This is an optimization exercise on Yosys and OpenROAD, whose aim is small area, not a production implementation. Only simulation tests tie the RTL to the original design; equivalence was not proved. Power is estimated from default activity; no workload was simulated.

## decode_top
module decode_top (
    input  logic        clk,
    input  logic        arst_n,
    input  logic        fetch_valid,
    input  logic [31:0] fetch_instr,
    input  logic [31:0] fetch_pc,
    input  logic [31:0] fetch_pc_plus4,
    input  logic [4:0]  wb_rd,
    input  logic [31:0] wb_result,
    input  logic        wb_reg_write,
    output logic        dec_valid,
    output logic        dec_reg_write,
    output logic        dec_mem_write,
    output logic        dec_mem_read,
    output logic        dec_branch,
    output logic        dec_jump,
    output logic        dec_alu_src,
    output logic [3:0]  dec_alu_op,
    output logic [1:0]  dec_result_src,
    output logic        dec_csr_op,
    output logic [31:0] dec_pc,
    output logic [31:0] dec_pc_plus4,
    output logic [4:0]  dec_rs1,
    output logic [4:0]  dec_rs2,
    output logic [4:0]  dec_rd,
    output logic [31:0] dec_rd1,
    output logic [31:0] dec_rd2,
    output logic [31:0] dec_imm_ext,
    output logic [31:0] dec_csr_rdata,
    output logic [31:0] status,
    output logic [31:0] result_bytes
);
Size: about 420 I/O pins, ~0.053 mm² of cells after synthesis.
==> flow/config.mk <==
export PLATFORM = sky130hd
export DESIGN_NAME = decode_top
export DESIGN_NICKNAME = decode_top
export VERILOG_FILES = /design/flow/design.v
export SDC_FILE = /design/flow/constraint.sdc
export NUM_CORES = 4
export LEC_CHECK = 0
export CAP_MARGIN = 20
export CORE_MARGIN = 2
export CORE_UTILIZATION = 45
export CTS_BUF_LIST = sky130_fd_sc_hd__clkbuf_8
export CTS_CLUSTER_DIAMETER = 45
export CTS_CLUSTER_SIZE = 14
export GPL_TIMING_DRIVEN = 0
export SETUP_SLACK_MARGIN = 0.1
export SLEW_MARGIN = 20
export SYNTH_HIERARCHICAL = 1
==> flow/constraint.sdc <==
create_clock -name core_clock -period 4.0 [get_ports {clk}]
set_input_delay 0.8000 -clock core_clock [delete_from_list [all_inputs] [get_ports {clk}]]
set_output_delay 0.8000 -clock core_clock [all_outputs]
set_load 0.01 [all_outputs]
standard.sh (not shown) runs the stock make flow with config.mk's settings and CLKGATE_MAP_FILE= SYNTH_SCRIPT=/design/flow/synth_recipe.tcl, a recipe that flattens the netlist after the stock synthesis.
==> flow/flow/run.sh <==
#!/bin/bash
# The standard layout, with the smallest buffer on the ports, and the buffers
# that synthesis inserted removed at floorplan (placement repairs drive again).
export BUFFER_PORTS_ARGS="-buffer_cell sky130_fd_sc_hd__buf_1"
export REMOVE_ABC_BUFFERS=1
bash standard.sh > standard.log 2>&1
Next try:
--- a/flow/config.mk
+++ b/flow/config.mk
@@ -10,5 +10,2 @@
 export CORE_UTILIZATION = 45
-export CTS_BUF_LIST = sky130_fd_sc_hd__clkbuf_8
-export CTS_CLUSTER_DIAMETER = 45
-export CTS_CLUSTER_SIZE = 14
 export GPL_TIMING_DRIVEN = 0
What happened:
- The new run passed the timing, design-rule and antenna checks
- cell area is about the same
- sequential share of layout area stays flat
- combinational power decreases by about 2%
- via count goes down by 1.4%
- clock skew fell by 0.021 ns
- sequential power hardly moves

* * *

decode_top, a different RTL version from the one above (not shown whole).
For scale: roughly 420 I/O pins, roughly 54000 um2 of cells after synthesis.
Settings: LEC_CHECK=0, CAP_MARGIN=20, CORE_MARGIN=2, CORE_UTILIZATION=45, CTS_BUF_LIST=sky130_fd_sc_hd__clkbuf_8, CTS_CLUSTER_DIAMETER=45, CTS_CLUSTER_SIZE=14, GPL_TIMING_DRIVEN=0, SLEW_MARGIN=20, SYNTH_HIERARCHICAL=1; clock period 4.0 ns.
Scripts as last shown in full above: flow/flow/run.sh
The baseline finished but fails on negative setup slack.
Change:
==> flow/flow/run.sh (replaced) <==
#!/bin/bash
# The standard layout, with the smallest buffer on the ports.
export BUFFER_PORTS_ARGS="-buffer_cell sky130_fd_sc_hd__buf_1"
bash standard.sh > standard.log 2>&1
=> The new run finished but failed the layout checks on negative setup slack; non-clock buffer count went up by 249; global-route usage came out lower by 0.31 points; critical path depth decreases by 6; cell count goes up by a few percent; core utilization grows by 0.29 points; clock power is about the same; setup slack is better by 0.047 ns; count of clock-buffer cells in the layout goes up by 12; fmax goes up slightly; sequential share of layout area is lower by 0.23 points; total power is about the same.

what the ideal ports hide:
The flow's constraints put no driver on any port. The routed layouts listed below were extracted and timed again, unchanged, in two steps. Step 1 sets driving cells, clkbuf_16 on the clock port and buf_2 on the other inputs (assumed; they add their load-dependent delay and slew). Step 2, shift: input delay + t, output delay - t, t = (earliest + latest rising clock arrival at the registers) / 2. This alone moves slack from input paths to output paths. Three values: no drivers, after step 1, after step 2; two values: the first two.
run	shift t [ns]	setup slack, ns	hold slack, ns	worst register clock-pin slew, ns
the first run of note 1	0.947	0.016 / -0.053 / -0.799	0.079 / 0.032 / 0.495	0.10 / 0.10
the second run of note 1	0.838	0.139 / 0.095 / -0.662	0.032 / -0.018 / 0.486	0.07 / 0.07
the first run of note 2	0.957	-0.056 / -0.051 / -1.007	0.071 / 0.023 / 0.494	0.10 / 0.10
the second run of note 2	0.989	-0.008 / -0.012 / -1.001	0.120 / 0.070 / 0.503	0.09 / 0.09
With both steps, setup timing fails in the first run of note 1 and the second run of note 1, where it was met with ideal ports. For the second run of note 2, which loses most, drivers alone change the setup slack by -0.004 ns; drivers and shift together by -0.993 ns.
